Context: an optimization exercise on an open-source flow, tuned for small area, a short achievable clock period and few clock cycles per item. The choices shown serve that exercise and are no tape-out recipe.
RTL that was checked went through simulation tests only; none was proved equivalent to the original.
Power is estimated from default activity; no workload was simulated.

Setup of wip/xenon:
Design sprw_top, start of the top module:
module sprw_top (
    input  logic        clk,
    input  logic        rstn,
    input  logic        in_valid,
    input  logic [31:0] ra,
    input  logic [31:0] rb,
    input  logic [4:0]  op1,
    input  logic [2:0]  op2,
    output logic        out_valid,
    output logic [31:0] result
);
Size in the first run: ~190 flip-flops, about 110 I/O pins, roughly 11000 µm² of cells after synthesis.
==> flow/config.mk <==
export PLATFORM = sky130hd
export DESIGN_NAME = sprw_top
export DESIGN_NICKNAME = sprw_top
export VERILOG_FILES = /design/flow/design.v
export SDC_FILE = /design/flow/constraint.sdc
export NUM_CORES = 4
export LEC_CHECK = 0
export CAP_MARGIN = 20
export CORE_MARGIN = 2
export CORE_UTILIZATION = 40
export SETUP_SLACK_MARGIN = 3
export SLEW_MARGIN = 20
==> flow/constraint.sdc <==
create_clock -name core_clock -period 6.5 [get_ports {clk}]
set_input_delay 1.3000 -clock core_clock [delete_from_list [all_inputs] [get_ports {clk}]]
set_output_delay 1.3000 -clock core_clock [all_outputs]
set_load 0.01 [all_outputs]
standard.sh (not shown) runs the stock make flow with config.mk's settings and CLKGATE_MAP_FILE= SYNTH_SCRIPT=/design/flow/synth_recipe.tcl, a recipe that flattens the netlist after the stock synthesis.
==> flow/flow/run.sh <==
#!/bin/bash
set -euo pipefail
W=$PWD
BUF=$(cat $W/flow/port_buffer)
cat > $W/my_synth.tcl <<EOS
proc extract_fa {args} { puts "extract_fa skipped by flow/run.sh" }
proc abc {args} {
  set i [lsearch -exact \$args -script]
  if {\$i >= 0} { lset args [expr {\$i + 1}] $W/flow/abc.script }
  yosys abc {*}\$args
}
EOS
cat $W/synth_recipe.tcl >> $W/my_synth.tcl
bash $W/standard.sh SYNTH_SCRIPT=$W/my_synth.tcl "BUFFER_PORTS_ARGS=-buffer_cell $BUF" finish > $W/standard.log 2>&1
==> flow/flow/abc.script <==
strash
dc2
dch -f
map
topo
buffer -c
upsize -c
dnsize -c
==> flow/flow/port_buffer <==
sky130_fd_sc_hd__buf_1
Inputs modified between wip/xenon and wip/pepper:
--- a/flow/design.v
+++ b/flow/design.v
@@ -161,13 +161,14 @@
         q_op2   <= p_op2;
         for (int i = 0; i < 4; i++)
             q[i] <= l[i];
     end
     logic        q_rsign;
     logic [10:0] x [4];
-    logic [10:0] s1, c1, s2, c2;
+    logic [10:0] s1, c1, s2, c2, usum;
+    logic [11:0] ssum;
     logic [2:0]  ncnt;
     logic [7:0]  xr;
     logic [9:0]  k [4];
     logic        s01, s23;
     logic [9:0]  w01, w23;
     logic [31:0] m_nxt;
@@ -177,25 +178,27 @@
             x[i] = {2'b00, q[i][8:0]};
         s1 = x[0] ^ x[1] ^ x[2];
         c1 = {(x[0][9:0] & x[1][9:0]) | (x[0][9:0] & x[2][9:0]) | (x[1][9:0] & x[2][9:0]), 1'b0};
         s2 = s1 ^ c1 ^ x[3];
         c2 = {(s1[9:0] & c1[9:0]) | (s1[9:0] & x[3][9:0]) | (c1[9:0] & x[3][9:0]), 1'b0};
     end
+    assign usum = 11'(pfx_add({1'b0, s2}, {1'b0, c2}, 1'b0));
     assign ncnt = 3'(q[0][9]) + 3'(q[1][9]) + 3'(q[2][9]) + 3'(q[3][9]);
+    assign ssum = {3'({1'b0, usum[10:9]} - ncnt), usum[8:0]};
     assign xr = q[0][7:0] ^ q[1][7:0] ^ q[2][7:0] ^ q[3][7:0];
     always_comb begin
         for (int i = 0; i < 4; i++)
             k[i] = {q[i][9] ^ q_rsign, q[i][8:0]};
     end
     assign s01 = pfx_gt(k[1], k[0]);
     assign s23 = pfx_gt(k[3], k[2]);
     assign w01 = s01 ? (q_op2[0] ? q[0] : q[1]) : (q_op2[0] ? q[1] : q[0]);
     assign w23 = s23 ? (q_op2[0] ? q[2] : q[3]) : (q_op2[0] ? q[3] : q[2]);
     always_comb begin
         case (q_op2)
-            3'b001, 3'b101: m_nxt = {8'd0, ncnt, c2[10:1], s2};
+            3'b001, 3'b101: m_nxt = {17'd0, ncnt, ssum};
             3'b010, 3'b110,
             3'b011, 3'b111: m_nxt = {12'd0, w23, w01};
             3'b100:         m_nxt = {24'd0, xr};
             default:        m_nxt = {q[3][7:0], q[2][7:0], q[1][7:0], q[0][7:0]};
         endcase
     end
@@ -213,16 +216,14 @@
     logic [9:0]  v01, v23, wf;
     logic        sf;
     logic [31:0] red;
     logic [11:0] msum;
     logic [2:0]  mcnt;
     logic [31:0] sum_w;
-    logic [10:0] usum;
-    assign mcnt = m[23:21];
-    assign usum = 11'(pfx_add({1'b0, m[10:0]}, {1'b0, m[20:11], 1'b0}, 1'b0));
-    assign msum = {3'({1'b0, usum[10:9]} - mcnt), usum[8:0]};
+    assign msum = m[11:0];
+    assign mcnt = m[14:12];
     always_comb begin
         if (m_rsign) begin
             sum_w = {{20{msum[11]}}, msum};
             if (m_sat) begin
                 if (~msum[11] & (|msum[10:7]))
                     sum_w = 32'd127;
wip/pepper did not stop at any stage, and its layout met the timing, DRC and antenna checks.
Having completed the whole flow, wip/xenon delivered a layout that passed the timing, DRC and antenna checks.
Looking at synthesized cell count across wip/pepper and wip/xenon, the one that comes out higher is wip/xenon.
In the reports for wip/pepper and wip/xenon, the smaller unique cell type count in the Yosys netlist belongs to wip/xenon.
wip/pepper vs. wip/xenon: routability congestion estimate +about 6%, post-synthesis compound-gate area fraction closely matched the old numbers, fraction of power consumed by combinational cells rose by 4.0 points, row count held.
Die height: wip/pepper vs wip/xenon, no meaningful difference
Summary of wip/pepper over wip/xenon: share of total power in the clock network lost 2.2 points, die outline area neither gained nor lost much.
Any difference in synthesized area between wip/pepper and wip/xenon is small enough to ignore.
wip/xenon consumes less power than wip/pepper.
Final cell count without fillers: wip/xenon vs wip/pepper, no meaningful difference
Testbench counts of wip/pepper, summed over its fixed seeds: cycles 16,024, items 16,000.
The RTL of wip/xenon was laid out without a check of its function.

---

== the previous run ==
RTL: one of the versions met above, not the one the previous note started from.
Size: about 190 flip-flops, roughly 110 I/O pins.
Settings: LEC_CHECK=0, CAP_MARGIN=20, CORE_MARGIN=2, CORE_UTILIZATION=40, SETUP_SLACK_MARGIN=3.25, SLEW_MARGIN=20; clock period 6.5 ns.
Scripts as last shown in full above: flow/flow/run.sh, flow/flow/abc.script, flow/flow/port_buffer
Testbench counts of the previous run, summed over its fixed seeds: cycles 16,024, items 16,000.
For the current run, these inputs were changed with respect to the previous run:
--- a/flow/design.v
+++ b/flow/design.v
@@ -159,48 +159,45 @@
         q_valid <= rstn & p_valid;
         q_sat   <= sat;
         q_op2   <= p_op2;
         for (int i = 0; i < 4; i++)
             q[i] <= l[i];
     end
     logic        q_rsign;
     logic [10:0] x [4];
-    logic [10:0] s1, c1, s2, c2, usum;
-    logic [11:0] ssum;
+    logic [10:0] s1, c1, s2, c2;
     logic [2:0]  ncnt;
     logic [7:0]  xr;
     logic [9:0]  k [4];
     logic        s01, s23;
     logic [9:0]  w01, w23;
     logic [31:0] m_nxt;
     assign q_rsign = ~q_op2[2];
     always_comb begin
         for (int i = 0; i < 4; i++)
             x[i] = {2'b00, q[i][8:0]};
         s1 = x[0] ^ x[1] ^ x[2];
         c1 = {(x[0][9:0] & x[1][9:0]) | (x[0][9:0] & x[2][9:0]) | (x[1][9:0] & x[2][9:0]), 1'b0};
         s2 = s1 ^ c1 ^ x[3];
         c2 = {(s1[9:0] & c1[9:0]) | (s1[9:0] & x[3][9:0]) | (c1[9:0] & x[3][9:0]), 1'b0};
     end
-    assign usum = 11'(pfx_add({1'b0, s2}, {1'b0, c2}, 1'b0));
     assign ncnt = 3'(q[0][9]) + 3'(q[1][9]) + 3'(q[2][9]) + 3'(q[3][9]);
-    assign ssum = {3'({1'b0, usum[10:9]} - ncnt), usum[8:0]};
     assign xr = q[0][7:0] ^ q[1][7:0] ^ q[2][7:0] ^ q[3][7:0];
     always_comb begin
         for (int i = 0; i < 4; i++)
             k[i] = {q[i][9] ^ q_rsign, q[i][8:0]};
     end
     assign s01 = pfx_gt(k[1], k[0]);
     assign s23 = pfx_gt(k[3], k[2]);
     assign w01 = s01 ? (q_op2[0] ? q[0] : q[1]) : (q_op2[0] ? q[1] : q[0]);
     assign w23 = s23 ? (q_op2[0] ? q[2] : q[3]) : (q_op2[0] ? q[3] : q[2]);
     always_comb begin
         case (q_op2)
-            3'b001, 3'b101: m_nxt = {17'd0, ncnt, ssum};
+            3'b001, 3'b101: m_nxt = {8'd0, ncnt, c2[10:1], s2};
             3'b010, 3'b110,
             3'b011, 3'b111: m_nxt = {12'd0, w23, w01};
             3'b100:         m_nxt = {24'd0, xr};
             default:        m_nxt = {q[3][7:0], q[2][7:0], q[1][7:0], q[0][7:0]};
         endcase
     end
     logic [31:0] m;
     logic        m_valid, m_mm, m_sum, m_sat, m_rsign, m_mn;
@@ -214,18 +211,20 @@
         m_mn    <= q_op2[0];
     end
     logic [9:0]  v01, v23, wf;
     logic        sf;
     logic [31:0] red;
     logic [11:0] msum;
     logic [2:0]  mcnt;
     logic [31:0] sum_w;
-    assign msum = m[11:0];
-    assign mcnt = m[14:12];
+    logic [10:0] usum;
+    assign mcnt = m[23:21];
+    assign usum = 11'(pfx_add({1'b0, m[10:0]}, {1'b0, m[20:11], 1'b0}, 1'b0));
+    assign msum = {3'({1'b0, usum[10:9]} - mcnt), usum[8:0]};
     always_comb begin
         if (m_rsign) begin
             sum_w = {{20{msum[11]}}, msum};
             if (m_sat) begin
                 if (~msum[11] & (|msum[10:7]))
                     sum_w = 32'd127;
                 else if (msum[11] & ~(&msum[10:7]))
                     sum_w = 32'hffffff80;
==> results.txt <==
- The previous run consumes more power than the current run.
- Sort the current run and the previous run by final cell count desc -> top: the current run
- Number of clock-tree buffers in the layout in the current run is 2 above the previous run.
- The previous run → the current run: part of the total power dissipated in the clock network +2.4 points, minimum setup slack in the final design +0.014 ns.
- Compared with the previous run, the current run shows a total net switching power that is 12% lower.
- Going from the previous run to the current run, layout inverter count without the clock tree shrinks by about 2.2%.
- Final critical-path required period is higher on the previous run
- Compared with the previous run, the current run shows fill cell instance count of the final layout that has gone up slightly.
- Compared with the previous run, in the current run routed via count increased 259; proportion of cell area occupied by registers essentially unchanged.
The RTL of the current run was laid out without a check of its function.

---

sprw_top, a different RTL version from the one above (not shown whole).
Size: about 110 I/O pins, ~0.010 sq mm of cells after synthesis.
==> flow/config.mk <==
export PLATFORM = sky130hd
export DESIGN_NAME = sprw_top
export DESIGN_NICKNAME = sprw_top
export VERILOG_FILES = /design/flow/design.v
export SDC_FILE = /design/flow/constraint.sdc
export NUM_CORES = 4
export LEC_CHECK = 0
export CAP_MARGIN = 20
export CORE_MARGIN = 2
export CORE_UTILIZATION = 40
export SETUP_SLACK_MARGIN = 3.5
export SLEW_MARGIN = 20
==> flow/constraint.sdc <==
create_clock -name core_clock -period 6.5 [get_ports {clk}]
set_input_delay 1.3000 -clock core_clock [delete_from_list [all_inputs] [get_ports {clk}]]
set_output_delay 1.3000 -clock core_clock [all_outputs]
set_load 0.01 [all_outputs]
Scripts as last shown in full above: flow/flow/run.sh, flow/flow/abc.script, flow/flow/port_buffer
Testbench counts at the start, summed over its fixed seeds: cycles 16,024, items 16,000.
Rerun with:
--- a/flow/design.v
+++ b/flow/design.v
@@ -155,50 +155,52 @@
     logic [9:0] q [4];
     logic       q_valid, q_sat;
     logic [2:0] q_op2;
     always_ff @(posedge clk) begin
         q_valid <= rstn & p_valid;
         q_sat   <= sat;
         q_op2   <= p_op2;
         for (int i = 0; i < 4; i++)
             q[i] <= l[i];
     end
     logic        q_rsign;
-    logic [11:0] x [4];
-    logic [11:0] s1, c1, s2, c2, ssum;
+    logic [10:0] x [4];
+    logic [10:0] s1, c1, s2, c2, usum;
+    logic [11:0] ssum;
     logic [2:0]  ncnt;
     logic [7:0]  xr;
     logic [9:0]  k [4];
     logic        s01, s23;
     logic [9:0]  w01, w23;
     logic [31:0] m_nxt;
     assign q_rsign = ~q_op2[2];
     always_comb begin
         for (int i = 0; i < 4; i++)
-            x[i] = {{2{q[i][9]}}, q[i]};
+            x[i] = {2'b00, q[i][8:0]};
         s1 = x[0] ^ x[1] ^ x[2];
-        c1 = {(x[0][10:0] & x[1][10:0]) | (x[0][10:0] & x[2][10:0]) | (x[1][10:0] & x[2][10:0]), 1'b0};
+        c1 = {(x[0][9:0] & x[1][9:0]) | (x[0][9:0] & x[2][9:0]) | (x[1][9:0] & x[2][9:0]), 1'b0};
         s2 = s1 ^ c1 ^ x[3];
-        c2 = {(s1[10:0] & c1[10:0]) | (s1[10:0] & x[3][10:0]) | (c1[10:0] & x[3][10:0]), 1'b0};
-    end
-    assign ssum = pfx_add(s2, c2, 1'b0);
+        c2 = {(s1[9:0] & c1[9:0]) | (s1[9:0] & x[3][9:0]) | (c1[9:0] & x[3][9:0]), 1'b0};
+    end
+    assign usum = 11'(pfx_add({1'b0, s2}, {1'b0, c2}, 1'b0));
     assign ncnt = 3'(q[0][9]) + 3'(q[1][9]) + 3'(q[2][9]) + 3'(q[3][9]);
+    assign ssum = {3'({1'b0, usum[10:9]} - ncnt), usum[8:0]};
     assign xr = q[0][7:0] ^ q[1][7:0] ^ q[2][7:0] ^ q[3][7:0];
     always_comb begin
         for (int i = 0; i < 4; i++)
             k[i] = {q[i][9] ^ q_rsign, q[i][8:0]};
     end
-    assign s01 = pfx_gt(k[1], k[0]) ^ q_op2[0];
-    assign s23 = pfx_gt(k[3], k[2]) ^ q_op2[0];
-    assign w01 = s01 ? q[1] : q[0];
-    assign w23 = s23 ? q[3] : q[2];
+    assign s01 = pfx_gt(k[1], k[0]);
+    assign s23 = pfx_gt(k[3], k[2]);
+    assign w01 = s01 ? (q_op2[0] ? q[0] : q[1]) : (q_op2[0] ? q[1] : q[0]);
+    assign w23 = s23 ? (q_op2[0] ? q[2] : q[3]) : (q_op2[0] ? q[3] : q[2]);
     always_comb begin
         case (q_op2)
             3'b001, 3'b101: m_nxt = {17'd0, ncnt, ssum};
             3'b010, 3'b110,
             3'b011, 3'b111: m_nxt = {12'd0, w23, w01};
             3'b100:         m_nxt = {24'd0, xr};
             default:        m_nxt = {q[3][7:0], q[2][7:0], q[1][7:0], q[0][7:0]};
         endcase
     end
     logic [31:0] m;
     logic        m_valid, m_mm, m_sum, m_sat, m_rsign, m_mn;
@@ -228,21 +230,21 @@
                 else if (msum[11] & ~(&msum[10:7]))
                     sum_w = 32'hffffff80;
             end
         end else begin
             sum_w = {13'd0, mcnt - 3'(msum[11]), {4{msum[11]}}, msum};
             if (m_sat && (mcnt != 3'd0 || msum[10:8] != 3'd0))
                 sum_w = 32'd255;
         end
     end
     assign v01 = m[9:0];
     assign v23 = m[19:10];
-    assign sf  = pfx_gt({v23[9] ^ m_rsign, v23[8:0]}, {v01[9] ^ m_rsign, v01[8:0]}) ^ m_mn;
-    assign wf  = sf ? v23 : v01;
+    assign sf  = pfx_gt({v23[9] ^ m_rsign, v23[8:0]}, {v01[9] ^ m_rsign, v01[8:0]});
+    assign wf  = sf ? (m_mn ? v01 : v23) : (m_mn ? v23 : v01);
     assign red = m_mm  ? {{16{m_rsign & wf[9]}}, {6{wf[9]}}, wf} :
                  m_sum ? sum_w : m;
     always_ff @(posedge clk) begin
         out_valid <= rstn & m_valid;
         result    <= red;
     end
 endmodule
 `default_nettype wire
Result: Clock power rises by a few percent. First-iteration DRC count is lower by roughly a tenth. Synthesized cell count goes down slightly. Setup slack is better by 160 ps. Power is higher by a few percent. Maximum frequency went up by a few percent. Die area rose by a few percent. Non-clock buffer count rose by 2. Register-to-register slack improves by 160 ps. Cell area is higher by a few percent. Wire length goes down by a few percent. Final cell count came out higher slightly. Count of clock-buffer cells in the layout falls by 1. Utilization goes down by 0.40 points.
Testbench counts after the change, summed over its fixed seeds: cycles 16,024, items 16,000.

---

The RTL this note starts from:
==> flow/design.v <==
`default_nettype none
package sprw_pkg;
    typedef logic [8-1:0]             byte_t;
    typedef logic [16-1:0]             lane_t;
    typedef logic [32-1:0]             word_t;
    typedef logic [4*16-1:0] lanes_t;
    typedef enum logic [3:0] {
        LANE_PASS = 4'd0,
        LANE_ADD  = 4'd1,
        LANE_SUB  = 4'd2,
        LANE_MOVE = 4'd3,
        LANE_MAX  = 4'd4,
        LANE_MIN  = 4'd5,
        LANE_AND  = 4'd6,
        LANE_OR   = 4'd7,
        LANE_XOR  = 4'd8,
        LANE_NAND = 4'd9,
        LANE_NOR  = 4'd10,
        LANE_XNOR = 4'd11
    } lane_fn_t;
    typedef enum logic [2:0] {
        RED_NONE = 3'd0,
        RED_SUM  = 3'd1,
        RED_MAX  = 3'd2,
        RED_MIN  = 3'd3,
        RED_XOR  = 3'd4
    } red_fn_t;
endpackage
`default_nettype wire
`timescale 1ns/1ps
`default_nettype none
module sprw_top (
    input  logic        clk,
    input  logic        rstn,
    input  logic        in_valid,
    input  logic [31:0] ra,
    input  logic [31:0] rb,
    input  logic [4:0]  op1,
    input  logic [2:0]  op2,
    output logic        out_valid,
    output logic [31:0] result
);
    function automatic logic [11:0] pfx_add(input logic [11:0] x, input logic [11:0] y, input logic ci);
        logic [11:0] p, g, pp, gg;
        p  = x ^ y;
        g  = x & y;
        gg = g;
        gg[0] = g[0] | (p[0] & ci);
        pp = p;
        for (int d = 1; d < 12; d = d * 2)
            for (int i = 11; i >= d; i--) begin
                gg[i] = gg[i] | (pp[i] & gg[i-d]);
                pp[i] = pp[i] & pp[i-d];
            end
        pfx_add[0] = p[0] ^ ci;
        for (int i = 1; i < 12; i++)
            pfx_add[i] = p[i] ^ gg[i-1];
    endfunction
    function automatic logic pfx_gt(input logic [9:0] x, input logic [9:0] y);
        logic [9:0] pp, gg;
        pp = x | ~y;
        gg = x & ~y;
        for (int d = 1; d < 10; d = d * 2)
            for (int i = 9; i >= d; i--) begin
                gg[i] = gg[i] | (pp[i] & gg[i-d]);
                pp[i] = pp[i] & pp[i-d];
            end
        pfx_gt = gg[9];
    endfunction
    logic lg, f_add, f_sub, f_max, f_mn, f_move, f_arith_d, f_mm_d, f_min_d, sub_m_d, sign_d, sat_d;
    logic [3:0] t_d;
    assign lg      = op1[4] & op1[3];
    assign f_add   = ~lg & (op1[2:0] == 3'b001);
    assign f_sub   = ~lg & (op1[2:0] == 3'b010);
    assign f_max   = ~lg & (op1[2:0] == 3'b101);
    assign f_mn    = ~lg & (op1[2:0] == 3'b110);
    assign f_move  = ~lg & (op1[2:0] == 3'b011);
    assign f_arith_d = f_add | f_sub;
    assign f_mm_d  = f_max | f_mn;
    assign f_min_d = f_mn;
    assign sub_m_d = f_sub | f_mm_d;
    assign sign_d  = lg ? 1'b0 :
                     (f_arith_d | f_mm_d) ? ~op1[4] :
                     (~op2[2] & (op2 != 3'b000));
    assign sat_d   = ~lg & op1[3];
    always_comb begin
        if (lg) begin
            case (op1[2:0])
                3'b111:  t_d = 4'b1000;    
                3'b000:  t_d = 4'b1110;    
                3'b001:  t_d = 4'b0110;    
                3'b010:  t_d = 4'b0111;    
                3'b011:  t_d = 4'b0001;    
                3'b100:  t_d = 4'b1001;    
                default: t_d = 4'b1100;    
            endcase
        end else if (f_move)
            t_d = 4'b1010;                 
        else
            t_d = 4'b1100;                 
    end
    logic [31:0] pa, pb;
    logic        p_valid, f_arith, f_mm, f_min, sub_m, sign, sat;
    logic [3:0]  t;
    logic [2:0]  p_op2;
    always_ff @(posedge clk) begin
        p_valid <= rstn & in_valid;
        pa      <= ra;
        pb      <= rb ^ {32{sub_m_d}};
        f_arith <= f_arith_d;
        f_mm    <= f_mm_d;
        f_min   <= f_min_d;
        sub_m   <= sub_m_d;
        sign    <= sign_d;
        sat     <= sat_d;
        t       <= t_d;
        p_op2   <= op2;
    end
    logic [9:0] l [4];
    always_comb begin
        for (int i = 0; i < 4; i++) begin
            logic [7:0] a, b, y;
            logic [9:0] ea, eb, r;
            logic [3:0] tl;
            logic       ov, c7, clo;
            a  = pa[8*i +: 8];
            b  = pb[8*i +: 8];             
            ea = {{2{sign & a[7]}}, a};
            eb = {{2{(sign & (b[7] ^ sub_m)) ^ sub_m}}, b};
            r  = 10'(pfx_add({2'b00, ea}, {2'b00, eb}, sub_m));
            if (f_mm)
                tl = (r[9] ^ f_min) ? 4'b0101 : 4'b1100;
            else
                tl = t;
            for (int j = 0; j < 8; j++)
                y[j] = tl[{a[j], b[j]}];
            if (sign) begin
                ov  = (r[9] != r[8]) | (r[8] != r[7]);
                c7  = r[9];
                clo = ~r[9];
            end else begin
                ov  = r[9] | r[8];
                c7  = ~r[9];
                clo = ~r[9];
            end
            if (f_arith) begin
                if (sat & ov)
                    l[i] = {{2{sign & c7}}, c7, {7{clo}}};
                else
                    l[i] = r;
            end else
                l[i] = {{2{sign & y[7]}}, y};
        end
    end
    logic [9:0] q [4];
    logic       q_valid, q_sat;
    logic [2:0] q_op2;
    always_ff @(posedge clk) begin
        q_valid <= rstn & p_valid;
        q_sat   <= sat;
        q_op2   <= p_op2;
        for (int i = 0; i < 4; i++)
            q[i] <= l[i];
    end
    logic        q_rsign;
    logic [11:0] x [4];
    logic [11:0] s1, c1, s2, c2, ssum;
    logic [2:0]  ncnt;
    logic [7:0]  xr;
    logic [9:0]  k [4];
    logic        s01, s23;
    logic [9:0]  w01, w23;
    logic [31:0] m_nxt;
    assign q_rsign = ~q_op2[2];
    always_comb begin
        for (int i = 0; i < 4; i++)
            x[i] = {{2{q[i][9]}}, q[i]};
        s1 = x[0] ^ x[1] ^ x[2];
        c1 = {(x[0][10:0] & x[1][10:0]) | (x[0][10:0] & x[2][10:0]) | (x[1][10:0] & x[2][10:0]), 1'b0};
        s2 = s1 ^ c1 ^ x[3];
        c2 = {(s1[10:0] & c1[10:0]) | (s1[10:0] & x[3][10:0]) | (c1[10:0] & x[3][10:0]), 1'b0};
    end
    assign ssum = pfx_add(s2, c2, 1'b0);
    assign ncnt = 3'(q[0][9]) + 3'(q[1][9]) + 3'(q[2][9]) + 3'(q[3][9]);
    assign xr = q[0][7:0] ^ q[1][7:0] ^ q[2][7:0] ^ q[3][7:0];
    always_comb begin
        for (int i = 0; i < 4; i++)
            k[i] = {q[i][9] ^ q_rsign, q[i][8:0]};
    end
    assign s01 = pfx_gt(k[1], k[0]) ^ q_op2[0];
    assign s23 = pfx_gt(k[3], k[2]) ^ q_op2[0];
    assign w01 = s01 ? q[1] : q[0];
    assign w23 = s23 ? q[3] : q[2];
    always_comb begin
        case (q_op2)
            3'b001, 3'b101: m_nxt = {17'd0, ncnt, ssum};
            3'b010, 3'b110,
            3'b011, 3'b111: m_nxt = {12'd0, w23, w01};
            3'b100:         m_nxt = {24'd0, xr};
            default:        m_nxt = {q[3][7:0], q[2][7:0], q[1][7:0], q[0][7:0]};
        endcase
    end
    logic [31:0] m;
    logic        m_valid, m_mm, m_sum, m_sat, m_rsign, m_mn;
    always_ff @(posedge clk) begin
        m_valid <= rstn & q_valid;
        m       <= m_nxt;
        m_mm    <= q_op2[1];
        m_sum   <= q_op2[1:0] == 2'b01;
        m_sat   <= q_sat;
        m_rsign <= q_rsign;
        m_mn    <= q_op2[0];
    end
    logic [9:0]  v01, v23, wf;
    logic        sf;
    logic [31:0] red;
    logic [11:0] msum;
    logic [2:0]  mcnt;
    logic [31:0] sum_w;
    assign msum = m[11:0];
    assign mcnt = m[14:12];
    always_comb begin
        if (m_rsign) begin
            sum_w = {{20{msum[11]}}, msum};
            if (m_sat) begin
                if (~msum[11] & (|msum[10:7]))
                    sum_w = 32'd127;
                else if (msum[11] & ~(&msum[10:7]))
                    sum_w = 32'hffffff80;
            end
        end else begin
            sum_w = {13'd0, mcnt - 3'(msum[11]), {4{msum[11]}}, msum};
            if (m_sat && (mcnt != 3'd0 || msum[10:8] != 3'd0))
                sum_w = 32'd255;
        end
    end
    assign v01 = m[9:0];
    assign v23 = m[19:10];
    assign sf  = pfx_gt({v23[9] ^ m_rsign, v23[8:0]}, {v01[9] ^ m_rsign, v01[8:0]}) ^ m_mn;
    assign wf  = sf ? v23 : v01;
    assign red = m_mm  ? {{16{m_rsign & wf[9]}}, {6{wf[9]}}, wf} :
                 m_sum ? sum_w : m;
    always_ff @(posedge clk) begin
        out_valid <= rstn & m_valid;
        result    <= red;
    end
endmodule
`default_nettype wire
export LEC_CHECK = 0
export CAP_MARGIN = 20
export CORE_MARGIN = 2
export CORE_UTILIZATION = 40
export CTS_BUF_LIST = sky130_fd_sc_hd__clkbuf_4 sky130_fd_sc_hd__clkbuf_8
export SETUP_SLACK_MARGIN = 3
export SLEW_MARGIN = 20
create_clock -name core_clock -period 6.5 [get_ports {clk}]
Scripts as last shown in full above: flow/flow/run.sh, flow/flow/abc.script, flow/flow/port_buffer
Testbench counts at the start, summed over its fixed seeds: cycles 16,024, items 16,000.
==> next run, changes <==
--- a/flow/design.v
+++ b/flow/design.v
@@ -162,10 +162,11 @@
         for (int i = 0; i < 4; i++)
             q[i] <= l[i];
     end
     logic        q_rsign;
-    logic [11:0] x [4];
-    logic [11:0] s1, c1, s2, c2, ssum;
+    logic [10:0] x [4];
+    logic [10:0] s1, c1, s2, c2, usum;
+    logic [11:0] ssum;
     logic [2:0]  ncnt;
     logic [7:0]  xr;
     logic [9:0]  k [4];
     logic        s01, s23;
@@ -173,25 +174,26 @@
     logic [31:0] m_nxt;
     assign q_rsign = ~q_op2[2];
     always_comb begin
         for (int i = 0; i < 4; i++)
-            x[i] = {{2{q[i][9]}}, q[i]};
+            x[i] = {2'b00, q[i][8:0]};
         s1 = x[0] ^ x[1] ^ x[2];
-        c1 = {(x[0][10:0] & x[1][10:0]) | (x[0][10:0] & x[2][10:0]) | (x[1][10:0] & x[2][10:0]), 1'b0};
+        c1 = {(x[0][9:0] & x[1][9:0]) | (x[0][9:0] & x[2][9:0]) | (x[1][9:0] & x[2][9:0]), 1'b0};
         s2 = s1 ^ c1 ^ x[3];
-        c2 = {(s1[10:0] & c1[10:0]) | (s1[10:0] & x[3][10:0]) | (c1[10:0] & x[3][10:0]), 1'b0};
-    end
-    assign ssum = pfx_add(s2, c2, 1'b0);
+        c2 = {(s1[9:0] & c1[9:0]) | (s1[9:0] & x[3][9:0]) | (c1[9:0] & x[3][9:0]), 1'b0};
+    end
+    assign usum = 11'(pfx_add({1'b0, s2}, {1'b0, c2}, 1'b0));
     assign ncnt = 3'(q[0][9]) + 3'(q[1][9]) + 3'(q[2][9]) + 3'(q[3][9]);
+    assign ssum = {3'({1'b0, usum[10:9]} - ncnt), usum[8:0]};
     assign xr = q[0][7:0] ^ q[1][7:0] ^ q[2][7:0] ^ q[3][7:0];
     always_comb begin
         for (int i = 0; i < 4; i++)
             k[i] = {q[i][9] ^ q_rsign, q[i][8:0]};
     end
-    assign s01 = pfx_gt(k[1], k[0]) ^ q_op2[0];
-    assign s23 = pfx_gt(k[3], k[2]) ^ q_op2[0];
-    assign w01 = s01 ? q[1] : q[0];
-    assign w23 = s23 ? q[3] : q[2];
+    assign s01 = pfx_gt(k[1], k[0]);
+    assign s23 = pfx_gt(k[3], k[2]);
+    assign w01 = s01 ? (q_op2[0] ? q[0] : q[1]) : (q_op2[0] ? q[1] : q[0]);
+    assign w23 = s23 ? (q_op2[0] ? q[2] : q[3]) : (q_op2[0] ? q[3] : q[2]);
     always_comb begin
         case (q_op2)
             3'b001, 3'b101: m_nxt = {17'd0, ncnt, ssum};
             3'b010, 3'b110,
@@ -235,10 +237,10 @@
         end
     end
     assign v01 = m[9:0];
     assign v23 = m[19:10];
-    assign sf  = pfx_gt({v23[9] ^ m_rsign, v23[8:0]}, {v01[9] ^ m_rsign, v01[8:0]}) ^ m_mn;
-    assign wf  = sf ? v23 : v01;
+    assign sf  = pfx_gt({v23[9] ^ m_rsign, v23[8:0]}, {v01[9] ^ m_rsign, v01[8:0]});
+    assign wf  = sf ? (m_mn ? v01 : v23) : (m_mn ? v23 : v01);
     assign red = m_mm  ? {{16{m_rsign & wf[9]}}, {6{wf[9]}}, wf} :
                  m_sum ? sum_w : m;
     always_ff @(posedge clk) begin
         out_valid <= rstn & m_valid;
Outcome:
- The new run completed without violations
- final area goes up by 2.0%
- sequential power barely changes
- wire length drops by 2.3%
- clock skew goes up by 11 ps
- count of clock-buffer cells in the layout came out lower by 1
- final cell count hardly moves
Testbench counts after the change, summed over its fixed seeds: cycles 16,024, items 16,000.

-- static timing again, ports no longer ideal --
The results above use ideal ports. As a check the final layouts listed here were re-extracted and re-timed, cells and wires unchanged.
Step 1 sets driving cells, clkbuf_16 on the clock port and buf_2 on the other inputs (assumed; they add their load-dependent delay and slew).
Step 2 adds t to the input delays and takes it off the output delays; t is the mean of the earliest and latest rising clock arrival at the registers after step 1. Input paths then give back, and output paths get back, about the clock's delay inside the block.
Three values: no drivers, after step 1, after step 2; two values: the first two.
| run | t (ns) | setup WS [ns] | worst setup path after step 2 |
|---|---|---|---|
| wip/xenon | 0.473 | 3.286 / 3.286 / 3.286 | register to register |
| wip/pepper | 0.477 | 3.352 / 3.352 / 3.352 | register to register |
| the previous run | 0.473 | 3.476 / 3.476 / 3.476 | register to register |
| the current run | 0.473 | 3.490 / 3.490 / 3.490 | register to register |
| the first run of note 3 | 0.494 | 3.389 / 3.389 / 3.389 | register to register |
| the second run of note 3 | 0.477 | 3.546 / 3.546 / 3.546 | register to register |
| the first run of note 4 | 0.520 | 3.186 / 3.186 / 3.186 | register to register |
| the second run of note 4 | 0.499 | 3.212 / 3.212 / 3.212 | register to register |
After both steps every run listed still meets setup and hold.
